Context: an optimization exercise on an open-source flow, tuned for a short achievable clock period and few clock cycles. The choices shown serve that exercise and are no tape-out recipe. Function was checked by simulation only, so behaviour that the tests miss may differ from the original. Power figures rest on the tool's default switching activity, not on a simulated workload.

Setup of old:
==> flow/design.v <==
package bcs_pkg;
  localparam int MaxVars = 16;
  localparam int MaxRules = 64;
  localparam int ValueBits = 8;
  localparam int VarBits = 4;
  localparam int RuleBits = 6;
  localparam logic [1:0] OpAdd = 2'd0;
  localparam logic [1:0] OpDom = 2'd1;
  localparam logic [1:0] OpSolve = 2'd2;
  localparam logic [1:0] StAccepted = 2'd0;
  localparam logic [1:0] StFull = 2'd1;
  localparam logic [1:0] StValue = 2'd2;
  localparam logic [1:0] StNone = 2'd3;
  localparam logic [2:0] RelEq = 3'd0;
  localparam logic [2:0] RelNe = 3'd1;
  localparam logic [2:0] RelLt = 3'd2;
  localparam logic [2:0] RelGt = 3'd3;
  localparam logic [2:0] RelLe = 3'd4;
  localparam logic [2:0] RelGe = 3'd5;
  typedef struct packed {
    logic [VarBits-1:0] a;
    logic [VarBits-1:0] b;
    logic [2:0] rel;
    logic absm;
    logic signed [8:0] k;
  } rule_t;
  typedef enum logic [3:0] {
    S_IDLE, S_NEXT, S_RREQ, S_RCHK, S_ACCEPT, S_BACK, S_OREQ, S_OUT
  } state_t;
  function automatic logic relate(input logic [2:0] rel, input logic signed [10:0] x,
                                  input logic signed [10:0] y);
    logic r;
    unique case (rel)
      RelEq: r = (x == y);
      RelNe: r = (x != y);
      RelLt: r = (x < y);
      RelGt: r = (x > y);
      RelLe: r = (x <= y);
      RelGe: r = (x >= y);
      default: r = 1'b0;
    endcase
    relate = r;
  endfunction
endpackage
module bcs_rule_mem (
  input  logic clk,
  input  logic we,
  input  logic [bcs_pkg::RuleBits-1:0] waddr,
  input  bcs_pkg::rule_t wdata,
  input  logic [bcs_pkg::RuleBits-1:0] raddr,
  output bcs_pkg::rule_t rdata
);
  localparam int W = 2 * bcs_pkg::VarBits + 13;   
  logic [W-1:0] mem [bcs_pkg::MaxRules];
  always_ff @(posedge clk) begin
    if (we) mem[waddr] <= wdata;
  end
  assign rdata = mem[raddr];
endmodule
module bcs_val_mem (
  input  logic clk,
  input  logic we,
  input  logic [bcs_pkg::VarBits-1:0] waddr,
  input  logic signed [bcs_pkg::ValueBits-1:0] wdata,
  input  logic [bcs_pkg::VarBits-1:0] raddr,
  output logic signed [bcs_pkg::ValueBits-1:0] rdata
);
  logic signed [bcs_pkg::ValueBits-1:0] mem [bcs_pkg::MaxVars];
  always_ff @(posedge clk) begin
    if (we) mem[waddr] <= wdata;
  end
  assign rdata = mem[raddr];
endmodule
module backtracking_constraint_solver (
  input  logic clk,
  input  logic rst,
  input  logic start,
  output logic busy,
  input  logic [1:0] op,
  input  logic [3:0] var_a,
  input  logic [3:0] var_b,
  input  logic [2:0] relation,
  input  logic abs_mode,
  input  logic signed [8:0] rule_const,
  input  logic signed [7:0] dom_min,
  input  logic signed [7:0] dom_max,
  input  logic num_vars_we,
  input  logic [4:0] num_vars_wdata,
  output logic strobe,
  output logic [1:0] status,
  output logic [3:0] var_index,
  output logic signed [7:0] value,
  output logic last
);
  localparam int VB = bcs_pkg::ValueBits;
  localparam int XB = bcs_pkg::VarBits;
  localparam int RB = bcs_pkg::RuleBits;
  bcs_pkg::state_t state, state_next;
  logic [4:0] num_vars;
  logic [RB:0] rule_count;
  logic signed [VB-1:0] dlo [bcs_pkg::MaxVars];
  logic signed [VB-1:0] dhi [bcs_pkg::MaxVars];
  logic signed [VB:0] cand [bcs_pkg::MaxVars];
  logic [XB-1:0] depth;
  logic [4:0] nv;
  logic [RB:0] ridx;
  bcs_pkg::rule_t rule_q;
  logic rwe;
  bcs_pkg::rule_t rwdata, rrdata;
  logic vwe;
  logic [XB-1:0] vraddr;
  logic signed [VB-1:0] vrdata;
  always_comb begin
    rwdata.a = var_a;
    rwdata.b = var_b;
    rwdata.rel = relation;
    rwdata.absm = abs_mode;
    rwdata.k = rule_const;
  end
  assign busy = (state != bcs_pkg::S_IDLE);
  logic acc;
  assign acc = start && !busy;
  assign rwe = acc && op == bcs_pkg::OpAdd && !rule_count[RB];
  bcs_rule_mem u_rules (
    .clk(clk), .we(rwe), .waddr(rule_count[RB-1:0]), .wdata(rwdata),
    .raddr(cur_r), .rdata(rrdata)
  );
  logic [XB-1:0] sa [bcs_pkg::MaxRules];
  logic [XB-1:0] sb [bcs_pkg::MaxRules];
  always_ff @(posedge clk) begin
    if (rwe) begin
      sa[rule_count[RB-1:0]] <= var_a;
      sb[rule_count[RB-1:0]] <= var_b;
    end
  end
  logic [RB-1:0] cur_r;
  logic cur_none;
  always_comb begin
    logic [bcs_pkg::MaxRules-1:0] appl;
    for (int r = 0; r < bcs_pkg::MaxRules; r++)
      appl[r] = (7'(r) < rule_count) && (7'(r) >= ridx)
                && ((sa[r] == depth && sb[r] < depth) || (sb[r] == depth && sa[r] < depth));
    cur_r = '0;
    cur_none = 1'b1;
    for (int r = bcs_pkg::MaxRules - 1; r >= 0; r--)
      if (appl[r]) begin
        cur_r = 6'(r);
        cur_none = 1'b0;
      end
  end
  assign rule_q = rrdata;
  logic ina, inb, applies;
  logic [XB-1:0] other;
  always_comb begin
    ina = (rule_q.a == depth);
    inb = (rule_q.b == depth);
    other = ina ? rule_q.b : rule_q.a;
    applies = (ina || inb) && (other < depth);
  end
  assign vraddr = (state == bcs_pkg::S_OREQ || state == bcs_pkg::S_OUT) ? depth : other;
  assign vwe = (state == bcs_pkg::S_ACCEPT);
  bcs_val_mem u_vals (
    .clk(clk), .we(vwe), .waddr(depth), .wdata(cand[depth][VB-1:0]),
    .raddr(vraddr), .rdata(vrdata)
  );
  logic signed [10:0] cv, ov, x, y, d;
  logic ok;
  always_comb begin
    cv = 11'(cand[depth]);
    ov = 11'(vrdata);
    x = ina ? cv : ov;
    y = ina ? ov : cv;
    d = x - y;
    if (d < 0) d = -d;
    if (rule_q.absm) ok = bcs_pkg::relate(rule_q.rel, d, 11'(rule_q.k));
    else ok = bcs_pkg::relate(rule_q.rel, x, y);
  end
  logic [4:0] nclamp;
  always_comb begin
    if (num_vars == 5'd0) nclamp = 5'd1;
    else if (num_vars > 5'(bcs_pkg::MaxVars)) nclamp = 5'(bcs_pkg::MaxVars);
    else nclamp = num_vars;
  end
  always_ff @(posedge clk) begin
    if (rst) state <= bcs_pkg::S_IDLE;
    else state <= state_next;
  end
  always_comb begin
    state_next = state;
    unique case (state)
      bcs_pkg::S_IDLE: if (acc && op == bcs_pkg::OpSolve) state_next = bcs_pkg::S_RCHK;
      bcs_pkg::S_NEXT: begin
        if (cand[depth] > 9'(dlo[depth]) && cand[depth] > 9'(dhi[depth]))
          state_next = bcs_pkg::S_BACK;
        else if (cand[depth] > 9'(dhi[depth])) state_next = bcs_pkg::S_BACK;
        else state_next = bcs_pkg::S_RCHK;
      end
      bcs_pkg::S_RREQ: state_next = bcs_pkg::S_RCHK;
      bcs_pkg::S_RCHK: begin
        if (cand[depth] > 9'(dhi[depth])) state_next = bcs_pkg::S_BACK;
        else if (cur_none) state_next = bcs_pkg::S_ACCEPT;
        else state_next = bcs_pkg::S_RCHK;
      end
      bcs_pkg::S_ACCEPT: state_next = (5'(depth) + 5'd1 >= nv) ? bcs_pkg::S_OREQ
                                                               : bcs_pkg::S_RCHK;
      bcs_pkg::S_BACK: state_next = (depth == '0) ? bcs_pkg::S_IDLE : bcs_pkg::S_RCHK;
      bcs_pkg::S_OREQ: state_next = bcs_pkg::S_OUT;
      bcs_pkg::S_OUT: state_next = (5'(depth) + 5'd1 >= nv) ? bcs_pkg::S_IDLE
                                                            : bcs_pkg::S_OREQ;
      default: state_next = bcs_pkg::S_IDLE;
    endcase
  end
  always_ff @(posedge clk) begin
    if (rst) begin
      num_vars <= 5'd1;
      rule_count <= '0;
      for (int i = 0; i < bcs_pkg::MaxVars; i++) begin
        dlo[i] <= '0;
        dhi[i] <= '0;
      end
      strobe <= 1'b0;
      depth <= '0;
      ridx <= '0;
    end else begin
      strobe <= 1'b0;
      if (num_vars_we) num_vars <= num_vars_wdata;
      unique case (state)
        bcs_pkg::S_IDLE: begin
          if (acc) begin
            unique case (op)
              bcs_pkg::OpAdd: begin
                strobe <= 1'b1;
                status <= rule_count[RB] ? bcs_pkg::StFull : bcs_pkg::StAccepted;
                var_index <= '0; value <= '0; last <= 1'b1;
                if (!rule_count[RB]) rule_count <= rule_count + 1'b1;
              end
              bcs_pkg::OpDom: begin
                strobe <= 1'b1;
                status <= bcs_pkg::StAccepted;
                var_index <= '0; value <= '0; last <= 1'b1;
                dlo[var_a] <= dom_min;
                dhi[var_a] <= dom_max;
              end
              bcs_pkg::OpSolve: begin
                nv <= nclamp;
                depth <= '0;
                ridx <= '0;
                cand[0] <= 9'(dlo[0]);
              end
              default: ;
            endcase
          end
        end
        bcs_pkg::S_NEXT: ;
        bcs_pkg::S_RREQ: ;
        bcs_pkg::S_RCHK: begin
          if (cand[depth] > 9'(dhi[depth]) || cur_none) ;
          else if (applies && !ok) begin
            cand[depth] <= cand[depth] + 1'b1;
            ridx <= '0;
          end else ridx <= 7'(cur_r) + 1'b1;
        end
        bcs_pkg::S_ACCEPT: begin
          ridx <= '0;
          if (5'(depth) + 5'd1 >= nv) depth <= '0;
          else begin
            depth <= depth + 1'b1;
            cand[depth + 1'b1] <= 9'(dlo[depth + 1'b1]);
          end
        end
        bcs_pkg::S_BACK: begin
          ridx <= '0;
          if (depth == '0) begin
            strobe <= 1'b1;
            status <= bcs_pkg::StNone;
            var_index <= '0; value <= '0; last <= 1'b1;
          end else begin
            depth <= depth - 1'b1;
            cand[depth - 1'b1] <= cand[depth - 1'b1] + 1'b1;
          end
        end
        bcs_pkg::S_OREQ: ;
        bcs_pkg::S_OUT: begin
          strobe <= 1'b1;
          status <= bcs_pkg::StValue;
          var_index <= depth;
          value <= vrdata;
          last <= (5'(depth) + 5'd1 >= nv);
          depth <= depth + 1'b1;
        end
        default: ;
      endcase
    end
  end
endmodule
Settings: LEC_CHECK=0, CAP_MARGIN=20, CORE_MARGIN=2, CORE_UTILIZATION=40, SETUP_SLACK_MARGIN=5, SLEW_MARGIN=20; clock period 10.0 ns.
run.sh (not shown) runs the stock make flow with config.mk's settings and CLKGATE_MAP_FILE= SYNTH_SCRIPT=/design/flow/synth_recipe.tcl, a recipe that flattens the netlist after the stock synthesis.
Nothing crashed in old and all stages finished; the problem is that the final layout failed, the offending checks being negative setup slack.
Testbench counts of old, summed over its fixed seeds: cycles 121,757.
Changes in new relative to old:
--- a/flow/design.v
+++ b/flow/design.v
@@ -124,29 +124,6 @@
   bcs_rule_mem u_rules (
     .clk(clk), .we(rwe), .waddr(rule_count[RB-1:0]), .wdata(rwdata),
-    .raddr(cur_r), .rdata(rrdata)
+    .raddr(ridx[RB-1:0]), .rdata(rrdata)
   );
-  logic [XB-1:0] sa [bcs_pkg::MaxRules];
-  logic [XB-1:0] sb [bcs_pkg::MaxRules];
-  always_ff @(posedge clk) begin
-    if (rwe) begin
-      sa[rule_count[RB-1:0]] <= var_a;
-      sb[rule_count[RB-1:0]] <= var_b;
-    end
-  end
-  logic [RB-1:0] cur_r;
-  logic cur_none;
-  always_comb begin
-    logic [bcs_pkg::MaxRules-1:0] appl;
-    for (int r = 0; r < bcs_pkg::MaxRules; r++)
-      appl[r] = (7'(r) < rule_count) && (7'(r) >= ridx)
-                && ((sa[r] == depth && sb[r] < depth) || (sb[r] == depth && sa[r] < depth));
-    cur_r = '0;
-    cur_none = 1'b1;
-    for (int r = bcs_pkg::MaxRules - 1; r >= 0; r--)
-      if (appl[r]) begin
-        cur_r = 6'(r);
-        cur_none = 1'b0;
-      end
-  end
   assign rule_q = rrdata;
   logic ina, inb, applies;
@@ -189,5 +166,5 @@
     state_next = state;
     unique case (state)
-      bcs_pkg::S_IDLE: if (acc && op == bcs_pkg::OpSolve) state_next = bcs_pkg::S_RCHK;
+      bcs_pkg::S_IDLE: if (acc && op == bcs_pkg::OpSolve) state_next = bcs_pkg::S_NEXT;
       bcs_pkg::S_NEXT: begin
         if (cand[depth] > 9'(dlo[depth]) && cand[depth] > 9'(dhi[depth]))
@@ -198,11 +175,11 @@
       bcs_pkg::S_RREQ: state_next = bcs_pkg::S_RCHK;
       bcs_pkg::S_RCHK: begin
-        if (cand[depth] > 9'(dhi[depth])) state_next = bcs_pkg::S_BACK;
-        else if (cur_none) state_next = bcs_pkg::S_ACCEPT;
+        if (ridx >= rule_count) state_next = bcs_pkg::S_ACCEPT;
+        else if (applies && !ok) state_next = bcs_pkg::S_NEXT;
         else state_next = bcs_pkg::S_RCHK;
       end
       bcs_pkg::S_ACCEPT: state_next = (5'(depth) + 5'd1 >= nv) ? bcs_pkg::S_OREQ
-                                                               : bcs_pkg::S_RCHK;
-      bcs_pkg::S_BACK: state_next = (depth == '0) ? bcs_pkg::S_IDLE : bcs_pkg::S_RCHK;
+                                                               : bcs_pkg::S_NEXT;
+      bcs_pkg::S_BACK: state_next = (depth == '0) ? bcs_pkg::S_IDLE : bcs_pkg::S_NEXT;
       bcs_pkg::S_OREQ: state_next = bcs_pkg::S_OUT;
       bcs_pkg::S_OUT: state_next = (5'(depth) + 5'd1 >= nv) ? bcs_pkg::S_IDLE
@@ -255,9 +232,9 @@
         bcs_pkg::S_RREQ: ;
         bcs_pkg::S_RCHK: begin
-          if (cand[depth] > 9'(dhi[depth]) || cur_none) ;
+          if (ridx >= rule_count) ;
           else if (applies && !ok) begin
             cand[depth] <= cand[depth] + 1'b1;
             ridx <= '0;
-          end else ridx <= 7'(cur_r) + 1'b1;
+          end else ridx <= ridx + 1'b1;
         end
         bcs_pkg::S_ACCEPT: begin
==> comparison <==
- new | status: complete | timing, DRC, antenna: pass
- Changes observed in new relative to old: overall power consumption fell by about 8%, area of the multi-input gates has decreased.
- In new, the least setup slack across all paths after layout came out 3.76 ns above the value in old.
- | die extent in y | higher: old |
- For the delay of the slowest critical-path stage, new came in 0.15 ns higher than old did.
- Number of iterations in the first detailed-routing pass: new vs old up 1
- Compared with old, in new met2 wire length decreased by about 37% relative to the old numbers; total number of H-tree levels stayed essentially flat.
- When the final numbers for new and old were put side by side, the insertion delay to the later sink of the worst-skew pair turned out to be greater in old.
- In the tables for new and old, mux contribution to synthesized area reads higher with new.
- Wire: new routes less than old
- Changes observed in new relative to old: proportion of cell area occupied by registers went up by 14 points; non-filler instance count after layout went down by 42%.
Testbench counts of new, summed over its fixed seeds: cycles 526,120.

-- re-timing with driven ports --
The results above use ideal ports. As a check the final layouts listed here were re-extracted and re-timed, cells and wires unchanged.
Step 1, drivers: a clkbuf_16 drives clk and a buf_2 each remaining input, both assumed.
Step 2 also shifts input and output timing later by t, the mid clock arrival at the registers, as if the neighbouring blocks saw the same clock.
Slacks: no drivers / after step 1 / after step 2; pairs: no drivers / after step 1.
| run | t, ns | setup WS [ns] | worst register clock-pin slew, ns | cell pins on the clock port's net |
|---|---|---|---|---|
| old | 0.977 | -2.990 / -2.990 / -2.990 | 0.07 / 0.07 | 1 |
| new | 0.910 | 0.767 / 0.767 / 0.767 | 0.07 / 0.07 | 1 |
